Background: an optimization exercise with open tools, aiming at a short achievable clock period and few clock cycles. Do not read the settings as production practice.
The RTL was checked by simulation tests, not by an equivalence proof against the original design.
Power is estimated from default activity; no workload was simulated.

==> try-zinc <==
==> flow/design.v (excerpt) <==
module rv_core (
  input  logic                clk_i,
  input  logic                rst_i,
  output logic [32-1:0] imem_addr_o,
  input  logic [31:0]         imem_data_i,
  output logic                dmem_re_o,
  output logic                dmem_we_o,
  output logic [32-1:0] dmem_addr_o,
  output logic [32-1:0] dmem_wdata_o,
  input  logic [32-1:0] dmem_rdata_i
);
  localparam int NBTB = 4;   
  localparam int BI   = 2;      
  logic [31:0] pc_q;       
  logic [31:0] pc_o_q;     
  logic        rst_q;      
  logic [11:2] pc_tn_q;    
  logic [11:2] pc_tp_q;    
  logic [NBTB-1:0] btb_v_q;
  logic [31:2]     btb_pc_q  [NBTB];
  logic [31:2]     btb_tgt_q [NBTB];
  logic [NBTB-1:0] btb_z_q;
  logic [NBTB-1:0] btb_zne_q;
  logic [31:0]     btb_rs_q  [NBTB];
  logic [4:0]      btb_rsn_q [NBTB];  
  logic [BI-1:0]   btb_ptr_q;
  logic        d_v_q;
  logic        d_btb_q;    
  logic        d_fnt_q;    
  logic [31:12] d_hpc_q;   
  logic [BI-1:0] d_hidx_q;
  logic [31:0] d_ir_q;
  logic [31:0] d_pc_q;
  logic [31:0] d_pc4_q;
  logic [31:0] d_sel1_q;   
  logic [31:0] d_sel2_q;   
  logic        d_non1_q;   
  logic        d_non2_q;
  logic [31:13] d_pc13_p1_q, d_pc13_m1_q;  
  logic [31:21] d_pc21_p1_q, d_pc21_m1_q;  
  logic        d_pred_q;   
  logic [27:0] d_bc_q;     
  logic [47:0] d_jc_q;     
  logic        e_v_q;
  logic        e_mis_eq_q;  
  logic        e_mis_ne_q;  
  logic        e_tk_eq_q;   
  logic        e_tk_ne_q;   
  logic        e_ftaken_q;  
  logic        e_fok_q;     
  logic        e_bfok_q;    
  ...
make LEC_CHECK=0 ABC_CLOCK_PERIOD_IN_PS=2000 CAP_MARGIN=20 CORE_MARGIN=2 CORE_UTILIZATION=25 GPL_ROUTABILITY_DRIVEN=1 PLACE_DENSITY=0.45 SETUP_SLACK_MARGIN=3.5 SLEW_MARGIN=20 finish   # period 5.5 ns
run.sh (not shown) runs the stock make flow with config.mk's settings and CLKGATE_MAP_FILE= SYNTH_SCRIPT=/design/flow/synth_recipe.tcl, a recipe that flattens the netlist after the stock synthesis.
==> inputs of try-quartz, as changes to try-zinc <==
--- a/flow/design.v
+++ b/flow/design.v
@@ -86,27 +86,20 @@
   logic [11:2] pc_tn_q;    
   logic [11:2] pc_tp_q;    
   logic [NBTB-1:0] btb_v_q;
   logic [31:2]     btb_pc_q  [NBTB];
   logic [31:2]     btb_tgt_q [NBTB];
-  logic [NBTB-1:0] btb_z_q;
-  logic [NBTB-1:0] btb_zne_q;
-  logic [31:0]     btb_rs_q  [NBTB];
-  logic [4:0]      btb_rsn_q [NBTB];  
   logic [BI-1:0]   btb_ptr_q;
   logic        d_v_q;
   logic        d_btb_q;    
-  logic        d_fnt_q;    
   logic [31:12] d_hpc_q;   
   logic [BI-1:0] d_hidx_q;
   logic [31:0] d_ir_q;
   logic [31:0] d_pc_q;
   logic [31:0] d_pc4_q;
   logic [31:0] d_sel1_q;   
   logic [31:0] d_sel2_q;   
-  logic        d_non1_q;   
-  logic        d_non2_q;
   logic [31:13] d_pc13_p1_q, d_pc13_m1_q;  
   logic [31:21] d_pc21_p1_q, d_pc21_m1_q;  
   logic        d_pred_q;   
   logic [27:0] d_bc_q;     
   logic [47:0] d_jc_q;     
@@ -119,13 +112,10 @@
   logic        e_fok_q;     
   logic        e_bfok_q;    
   logic [BI-1:0] e_hidx_q;
   logic        e_pred_q;   
   logic        e_zbr_q;    
-  logic        e_z_q;      
-  logic [4:0]  e_zrs_q;    
-  logic        e_zne_q;    
   logic        e_zred_q;   
   logic        e_ztk_q;    
   logic        e_off8_q;
   logic        e_off12_q;
   logic        e_lw_q;
@@ -155,13 +145,10 @@
   logic [31:0] m_alt_ne_q;
   logic        m_alloc_q;   
   logic [BI-1:0] m_slot_q;
   logic [31:2] m_pc_q;
   logic [31:2] m_tgt_q;
-  logic        m_z_q;       
-  logic        m_zne_q;
-  logic [4:0]  m_zrs_q;     
   logic        m_lw_q;
   logic        m_sw_q;
   logic        m_wreg_q;
   logic        m_sum_q;     
   logic [8:0]  m_s0_q [4];  
@@ -181,62 +168,36 @@
   logic [31:0] rf_q [32];
   logic [31:0] rf_v_q;
   logic [31:0] rf_kz_q;    
   logic [31:0] rf_kn_q;    
   logic          f_hit, f_hit_u;
-  logic          f_fnt;      
   logic [31:2]   f_tgt;
   logic [31:12]  f_hpc;
   logic [BI-1:0] f_hidx;
   logic [31:0]   f_pc4;
   logic [31:0]   f_ir;
   logic [31:0]   f_v_eff;
   logic [31:0]   f_sel1, f_sel2;
   logic [31:13]  f_pc13_p1, f_pc13_m1;
   logic [31:21]  f_pc21_p1, f_pc21_m1;
-  logic [NBTB-1:0] f_nt;
-  logic [NBTB-1:0] f_nt_q;
-  logic [NBTB-1:0] f_nt_next;
-  logic            w_kz, w_kn;
-  assign w_kz = w_nld_q & w_z_q;
-  assign w_kn = w_nld_q & ~w_z_q;
-  assign f_nt = f_nt_q;
-  always_comb
-  begin
-    for (int i = 0; i < NBTB; i++)
-    begin
-      logic isz, isnz, busy, wr;
-      wr   = w_wreg_q && w_rd_q == btb_rsn_q[i];
-      isz  = ~|btb_rs_q[i] | (wr ? w_kz : |(btb_rs_q[i] & (rf_kz_q | ~rf_v_q)));
-      isnz = wr ? w_kn : |(btb_rs_q[i] & rf_kn_q & rf_v_q);
-      busy = (m_wreg_q && m_rd_q == btb_rsn_q[i]) || (m_alloc_q && m_slot_q == BI'(i));
-      f_nt_next[i] = btb_z_q[i] & ~busy & (isz | isnz) & ~(btb_zne_q[i] ^ isz);
-    end
-  end
   always_comb
   begin
     f_hit  = 1'b0;
     f_tgt  = '0;
     f_hpc  = '0;
     f_hidx = '0;
-    f_fnt  = 1'b0;
     for (int i = 0; i < NBTB; i++)
       if (btb_v_q[i] && btb_pc_q[i][11:2] == ~pc_tn_q)
       begin
-        if (f_nt[i])
-          f_fnt = 1'b1;
-        else
-        begin
-          f_hit  = 1'b1;
-          f_tgt[11:2] = f_tgt[11:2] | btb_tgt_q[i][11:2];
-          f_hpc  = f_hpc | btb_pc_q[i][31:12];
-          f_hidx = f_hidx | BI'(i);
-        end
+        f_hit  = 1'b1;
+        f_tgt[11:2] = f_tgt[11:2] | btb_tgt_q[i][11:2];
+        f_hpc  = f_hpc | btb_pc_q[i][31:12];
+        f_hidx = f_hidx | BI'(i);
       end
     f_hit_u = 1'b0;
     for (int i = 0; i < NBTB; i++)
-      if (btb_v_q[i] && btb_pc_q[i][11:2] == pc_tp_q && !f_nt[i])
+      if (btb_v_q[i] && btb_pc_q[i][11:2] == pc_tp_q)
       begin
         f_hit_u = 1'b1;
         f_tgt[31:12] = f_tgt[31:12] | btb_tgt_q[i][31:12];
       end
   end
@@ -373,23 +334,19 @@
   end
   assign d_tgt = d_is_jal ? {d_jal_hi, d_jal_lo, d_pc_q[0]}
                          : {d_br_hi, d_br_lo, d_pc_q[0]};
   logic d_isz1, d_isnz1, d_isz2, d_isnz2, d_isz, d_isnz;
   logic d_zbr, d_ztk, d_zok;
-  logic d_dgo, d_follow, d_follow_ok;
-  assign d_dgo       = d_pred_q & ~d_btb_q & ~d_fnt_q;
-  assign d_follow    = d_btb_q | d_dgo;
-  assign d_follow_ok = d_fok | d_dgo;
-  assign d_isz1  = d_non1_q | |(d_sel1_q & rf_kz_q);
+  assign d_isz1  = ~|d_sel1_q | |(d_sel1_q & rf_kz_q);
   assign d_isnz1 = |(d_sel1_q & rf_kn_q);
-  assign d_isz2  = d_non2_q | |(d_sel2_q & rf_kz_q);
+  assign d_isz2  = ~|d_sel2_q | |(d_sel2_q & rf_kz_q);
   assign d_isnz2 = |(d_sel2_q & rf_kn_q);
   assign d_isz   = (d_ir_q[24:20] == 5'd0) ? d_isz1  : d_isz2;
   assign d_isnz  = (d_ir_q[24:20] == 5'd0) ? d_isnz1 : d_isnz2;
   assign d_zbr   = d_is_br & ((d_ir_q[19:15] == 5'd0) | (d_ir_q[24:20] == 5'd0)) & (d_isz | d_isnz);
   assign d_ztk   = ~d_off4 & (d_f3[0] ^ d_isz);
-  assign d_zok   = d_ztk ? d_follow_ok : ~d_follow;
+  assign d_zok   = d_ztk ? (d_fok | (d_pred_q & ~d_btb_q)) : ~(d_btb_q | d_pred_q);
   always_comb
   begin
     d_rs1 = '0;
     d_rs2 = '0;
     for (int i = 0; i < 32; i++)
@@ -440,27 +397,20 @@
       m_c[k+1]        = m_c[k] ? m_s1_q[k][8]   : m_s0_q[k][8];
     end
   end
   logic        m_mis, m_red, m_part1, m_part2;
   logic [31:0] m_alt;
-  logic m_p1c, m_p2c;
-  logic m_red_eq, m_red_ne, m_p1_eq, m_p1_ne, m_p2_eq, m_p2_ne;
-  assign m_p1c    = ~m_ft_q & m_off8_q  & e_v_q & ~e_ftaken_q;
-  assign m_p2c    = ~m_ft_q & m_off12_q & e_v_q & ~e_ftaken_q & d_v_q & ~d_btb_q;
-  assign m_red_eq = m_mis_eq_q & ~m_p1c & ~m_p2c;
-  assign m_red_ne = m_mis_ne_q & ~m_p1c & ~m_p2c;
-  assign m_p2_eq  = m_mis_eq_q & m_p2c;
-  assign m_p2_ne  = m_mis_ne_q & m_p2c;
-  assign m_mis   = m_eq_q ? m_mis_eq_q : m_mis_ne_q;
-  assign m_alt   = m_eq_q ? m_alt_eq_q : m_alt_ne_q;
-  assign m_red   = m_eq_q ? m_red_eq : m_red_ne;
-  assign m_part2 = m_eq_q ? m_p2_eq : m_p2_ne;
-  assign m_part1 = m_mis & m_p1c;
+  assign m_mis = m_v_q & (m_eq_q ? m_mis_eq_q : m_mis_ne_q);
+  assign m_alt = m_eq_q ? m_alt_eq_q : m_alt_ne_q;
+  assign m_part1 = m_mis & ~m_ft_q & m_off8_q  & e_v_q & ~e_ftaken_q;
+  assign m_part2 = m_mis & ~m_ft_q & m_off12_q & e_v_q & ~e_ftaken_q
+                         & d_v_q & ~d_btb_q;
+  assign m_red   = m_mis & ~m_part1 & ~m_part2;
   assign kill_e = m_mis;
   assign e_zred = e_v_q & e_zred_q & ~kill_e;
   assign kill_d = m_red | m_part2 | e_zred;
-  assign d_sred = d_v_q & d_dgo & ~kill_d;
+  assign d_sred = d_v_q & d_pred_q & ~d_btb_q & ~kill_d;
   assign kill_f = m_red | e_zred | d_sred;
   assign m_res = m_sum_q ? m_sum : m_other_q;
   logic [3:0] m_pz;
   logic       m_z;
   always_comb
@@ -470,30 +420,27 @@
   end
   assign m_z = m_sum_q ? (&m_pz) : (m_other_q == 32'd0);
   logic [31:0] pc_next;
   logic        pc_other;
   logic [31:0] pc_red;
-  assign pc_other = m_red | e_zred | rst_q | (d_v_q & d_dgo & ~m_part2);
+  assign pc_other = m_red | e_zred | d_sred | rst_q;
   assign pc_red   = ({32{m_red}} & m_alt) |
                     ({32{~m_red & e_zred}} & (e_ztk_q ? e_tgt_q : e_pc4_q)) |
-                    ({32{~m_red & ~e_zred & ~rst_q}} & d_tgt);
+                    ({32{~m_red & ~e_zred & d_sred}} & d_tgt);
   assign pc_next[31:12] = pc_other ? pc_red[31:12] : f_hit_u ? f_tgt[31:12] : f_pc4[31:12];
   assign pc_next[11:0]  = pc_other ? pc_red[11:0]  : f_hit ? {f_tgt[11:2], pc_q[1:0]} : f_pc4[11:0];
   always_ff @(posedge clk_i, posedge rst_i)
   begin
     if (rst_i)
     begin
       pc_q      <= 32'h0000_0000;
       rst_q     <= 1'b1;
       btb_v_q   <= '0;
-      f_nt_q    <= '0;
       btb_ptr_q <= '0;
       d_v_q     <= 1'b0;
       e_v_q     <= 1'b0;
       m_v_q     <= 1'b0;
-      m_mis_eq_q <= 1'b0;
-      m_mis_ne_q <= 1'b0;
       m_alloc_q <= 1'b0;
       m_lw_q    <= 1'b0;
       m_sw_q    <= 1'b0;
       m_wreg_q  <= 1'b0;
       w_re_q    <= 1'b0;
@@ -504,16 +451,13 @@
     end
     else
     begin
       pc_q  <= pc_next;
       rst_q <= 1'b0;
-      f_nt_q <= f_nt_next;
-      d_v_q <= ~pc_other;
+      d_v_q <= ~kill_f & ~rst_q;
       e_v_q <= d_v_q & ~kill_d;
       m_v_q <= e_v_q & ~kill_e;
-      m_mis_eq_q <= e_v_q & ~kill_e & ~e_zbr_q & (e_fok ? ~e_tk_eq_q : (e_tk_eq_q | e_ft));
-      m_mis_ne_q <= e_v_q & ~kill_e & ~e_zbr_q & (e_fok ? ~e_tk_ne_q : (e_tk_ne_q | e_ft));
       if (m_alloc_q)
       begin
         btb_v_q[m_slot_q] <= 1'b1;
         if (m_slot_q == btb_ptr_q)
           btb_ptr_q <= btb_ptr_q + 1'b1;
@@ -537,27 +481,19 @@
     pc_tp_q <= pc_next[11:2];
     if (m_alloc_q)
     begin
       btb_pc_q[m_slot_q]  <= m_pc_q;
       btb_tgt_q[m_slot_q] <= m_tgt_q;
-      btb_z_q[m_slot_q]   <= m_z_q;
-      btb_zne_q[m_slot_q] <= m_zne_q;
-      for (int r = 0; r < 32; r++)
-        btb_rs_q[m_slot_q][r] <= (m_zrs_q == r[4:0]) && r != 0;
-      btb_rsn_q[m_slot_q] <= m_zrs_q;
     end
     d_btb_q     <= f_hit;
-    d_fnt_q     <= f_fnt;
     d_hpc_q     <= f_hpc;
     d_hidx_q    <= f_hidx;
     d_ir_q      <= f_ir;
     d_pc_q      <= pc_q;
     d_pc4_q     <= f_pc4;
     d_sel1_q    <= f_sel1;
     d_sel2_q    <= f_sel2;
-    d_non1_q    <= ~|f_sel1;
-    d_non2_q    <= ~|f_sel2;
     d_pc13_p1_q <= f_pc13_p1;
     d_pc13_m1_q <= f_pc13_m1;
     d_pc21_p1_q <= f_pc21_p1;
     d_pc21_m1_q <= f_pc21_m1;
     d_pred_q     <= f_pred;
@@ -565,19 +501,16 @@
     d_jc_q       <= f_jc;
     e_mis_eq_q <= d_fok ? ~d_tk_eq : (d_tk_eq | d_btb_q);
     e_mis_ne_q <= d_fok ? ~d_tk_ne : (d_tk_ne | d_btb_q);
     e_tk_eq_q  <= d_tk_eq;
     e_tk_ne_q  <= d_tk_ne;
-    e_ftaken_q <= d_follow;
-    e_fok_q    <= d_follow_ok;
+    e_ftaken_q <= d_btb_q | d_pred_q;
+    e_fok_q    <= d_fok | (d_pred_q & ~d_btb_q);
     e_bfok_q   <= d_fok;
     e_hidx_q   <= d_hidx_q;
     e_pred_q   <= d_pred_q;
     e_zbr_q    <= d_zbr;
-    e_zne_q    <= d_f3[0];
-    e_z_q      <= d_is_br & ((d_ir_q[19:15] == 5'd0) | (d_ir_q[24:20] == 5'd0));
-    e_zrs_q    <= (d_ir_q[24:20] == 5'd0) ? d_ir_q[19:15] : d_ir_q[24:20];
     e_zred_q   <= d_zbr & ~d_zok;
     e_ztk_q    <= d_ztk;
     e_off8_q   <= d_off8;
     e_off12_q  <= d_off12;
     e_lw_q     <= d_is_lw;
@@ -594,23 +527,22 @@
     e_pc_q     <= d_pc_q;
     e_pc4_q    <= d_pc4_q;
     e_rd_q     <= d_ir_q[11:7];
     e_tgt_q     <= d_tgt;
     m_eq_q     <= e_eq;
+    m_mis_eq_q <= ~e_zbr_q & (e_fok ? ~e_tk_eq_q : (e_tk_eq_q | e_ft));
+    m_mis_ne_q <= ~e_zbr_q & (e_fok ? ~e_tk_ne_q : (e_tk_ne_q | e_ft));
     m_tk_eq_q  <= e_tk_eq_q;
     m_tk_ne_q  <= e_tk_ne_q;
     m_ft_q     <= e_ft;
     m_off8_q   <= e_off8_q;
     m_off12_q  <= e_off12_q;
     m_alt_eq_q <= e_tk_eq_q ? e_tgt_q : e_pc4_q;
     m_alt_ne_q <= e_tk_ne_q ? e_tgt_q : e_pc4_q;
     m_pc_q     <= e_pc_q[31:2];
     m_slot_q   <= e_slot;
     m_tgt_q    <= e_tgt_q[31:2];
-    m_z_q      <= e_z_q;
-    m_zne_q    <= e_zne_q;
-    m_zrs_q    <= e_zrs_q;
     m_sum_q   <= e_rsel_q[0];
     for (int k = 0; k < 4; k++)
     begin
       m_s0_q[k] <= e_s0[k];
       m_s1_q[k] <= e_s1[k];
Settings changed: CORE_UTILIZATION 25 to 30, CTS_CLUSTER_DIAMETER set to 120, CTS_CLUSTER_SIZE set to 24, PLACE_DENSITY 0.45 to 0.5.
==> inputs of try-xenon, as changes to try-zinc <==
--- a/flow/design.v
+++ b/flow/design.v
@@ -88,12 +88,12 @@
   logic [NBTB-1:0] btb_v_q;
   logic [31:2]     btb_pc_q  [NBTB];
   logic [31:2]     btb_tgt_q [NBTB];
   logic [NBTB-1:0] btb_z_q;
   logic [NBTB-1:0] btb_zne_q;
-  logic [31:0]     btb_rs_q  [NBTB];
-  logic [4:0]      btb_rsn_q [NBTB];  
+  logic [4:0]      btb_rsn_q [NBTB];
+  logic [NBTB-1:0] btb_ntf_q;
   logic [BI-1:0]   btb_ptr_q;
   logic        d_v_q;
   logic        d_btb_q;    
   logic        d_fnt_q;    
   logic [31:12] d_hpc_q;   
@@ -192,27 +192,17 @@
   logic [31:0]   f_v_eff;
   logic [31:0]   f_sel1, f_sel2;
   logic [31:13]  f_pc13_p1, f_pc13_m1;
   logic [31:21]  f_pc21_p1, f_pc21_m1;
   logic [NBTB-1:0] f_nt;
-  logic [NBTB-1:0] f_nt_q;
-  logic [NBTB-1:0] f_nt_next;
   logic            w_kz, w_kn;
   assign w_kz = w_nld_q & w_z_q;
   assign w_kn = w_nld_q & ~w_z_q;
-  assign f_nt = f_nt_q;
   always_comb
   begin
     for (int i = 0; i < NBTB; i++)
-    begin
-      logic isz, isnz, busy, wr;
-      wr   = w_wreg_q && w_rd_q == btb_rsn_q[i];
-      isz  = ~|btb_rs_q[i] | (wr ? w_kz : |(btb_rs_q[i] & (rf_kz_q | ~rf_v_q)));
-      isnz = wr ? w_kn : |(btb_rs_q[i] & rf_kn_q & rf_v_q);
-      busy = (m_wreg_q && m_rd_q == btb_rsn_q[i]) || (m_alloc_q && m_slot_q == BI'(i));
-      f_nt_next[i] = btb_z_q[i] & ~busy & (isz | isnz) & ~(btb_zne_q[i] ^ isz);
-    end
+      f_nt[i] = btb_ntf_q[i] & ~(w_wreg_q && w_rd_q == btb_rsn_q[i]);
   end
   always_comb
   begin
     f_hit  = 1'b0;
     f_tgt  = '0;
@@ -483,11 +473,10 @@
     if (rst_i)
     begin
       pc_q      <= 32'h0000_0000;
       rst_q     <= 1'b1;
       btb_v_q   <= '0;
-      f_nt_q    <= '0;
       btb_ptr_q <= '0;
       d_v_q     <= 1'b0;
       e_v_q     <= 1'b0;
       m_v_q     <= 1'b0;
       m_mis_eq_q <= 1'b0;
@@ -504,11 +493,10 @@
     end
     else
     begin
       pc_q  <= pc_next;
       rst_q <= 1'b0;
-      f_nt_q <= f_nt_next;
       d_v_q <= ~pc_other;
       e_v_q <= d_v_q & ~kill_d;
       m_v_q <= e_v_q & ~kill_e;
       m_mis_eq_q <= e_v_q & ~kill_e & ~e_zbr_q & (e_fok ? ~e_tk_eq_q : (e_tk_eq_q | e_ft));
       m_mis_ne_q <= e_v_q & ~kill_e & ~e_zbr_q & (e_fok ? ~e_tk_ne_q : (e_tk_ne_q | e_ft));
@@ -539,14 +527,17 @@
     begin
       btb_pc_q[m_slot_q]  <= m_pc_q;
       btb_tgt_q[m_slot_q] <= m_tgt_q;
       btb_z_q[m_slot_q]   <= m_z_q;
       btb_zne_q[m_slot_q] <= m_zne_q;
-      for (int r = 0; r < 32; r++)
-        btb_rs_q[m_slot_q][r] <= (m_zrs_q == r[4:0]) && r != 0;
       btb_rsn_q[m_slot_q] <= m_zrs_q;
     end
+    for (int i = 0; i < NBTB; i++)
+      if (m_alloc_q && m_slot_q == BI'(i))
+        btb_ntf_q[i] <= 1'b0;
+      else if (w_wreg_q && w_rd_q == btb_rsn_q[i])
+        btb_ntf_q[i] <= btb_z_q[i] & (btb_zne_q[i] ? w_kz : w_kn);
     d_btb_q     <= f_hit;
     d_fnt_q     <= f_fnt;
     d_hpc_q     <= f_hpc;
     d_hidx_q    <= f_hidx;
     d_ir_q      <= f_ir;
==> comparison table <==
	try-quartz	try-zinc	try-xenon
Result of the run	timing/DRC/antenna clean	timing/DRC/antenna clean	timing/DRC/antenna clean
Net load switching power	0.00716 W	0.0107 W	0.00972 W
Origin of the worst setup path	m_eq_q	rf_v_q[7]	w_rd_q[1]
Critical register-to-register path startpoint	m_eq_q	rf_v_q[7]	w_rd_q[1]
Launch point of the worst hold path	e_pc_q[19]	d_pc4_q[11]	m_rd_q[1]
Fraction of the mapped netlist area in simple logic gates	6.73%	7.81%	7.01%
P per Cell Area	256 nW/um^2	323 nW/um^2	313 nW/um^2
Part of the power in combinational logic	5.2%	7.2%	6.7%
#MultiIn Comb	3630	4141	3798
Maximum frequency from static timing analysis	0.389 GHz	0.329 GHz	0.380 GHz
Xor and xnor fraction of the mapped netlist area	3.17%	3.26%	3.30%
Clock slew seen by the registers of the worst setup and hold paths	0.10 ns	0.07 ns	0.06 ns
Final setup skew	0.129 ns	0.0609 ns	0.120 ns
Number of non-clock buffers in the layout	1192	1261	1296
Terminating pin of the worst hold path	m_pc_q[19]	e_pc4_q[11]	w_rd_q[1]
Final RePlAce weighted congestion	0.932	0.965	0.903
Wire length per cell after detailed routing	40.1 um	40.3 um	38.8 um
Testbench counts of try-zinc, summed over its fixed seeds: cycles 150,352.
Testbench counts of try-quartz, summed over its fixed seeds: cycles 153,194.
Testbench counts of try-xenon, summed over its fixed seeds: cycles 150,638.

## separate check: timing with driven ports
How much do the figures lean on ideal ports? The routed layouts below were timed once more, with nothing changed but the port constraints. Step 1 assumes that a clkbuf_16 drives the clock port and a buf_2 every other input. Step 2, shift: input delay + t, output delay - t, t = (earliest + latest rising clock arrival at the registers) / 2. This alone moves slack from input paths to output paths. Three values: ideal, step 1, step 2; two values: the first two.
run | t, ns | setup slack, ns | slew at the worst register clock pin (ns) | worst data-port slew with drivers (ns) | cell pins on the clock port's net
try-zinc | 1.058 | 2.464 / 2.464 / 2.365 | 0.07 / 0.07 | 0.13 | 1
try-quartz | 0.918 | 2.932 / 2.900 / 2.606 | 0.12 / 0.12 | 0.20 | 1
try-xenon | 1.024 | 2.869 / 2.774 / 2.334 | 0.07 / 0.07 | 0.10 | 1
After both steps every run listed still meets setup and hold. For try-xenon, which loses most, drivers alone change the setup slack by -0.095 ns; drivers and shift together by -0.535 ns.
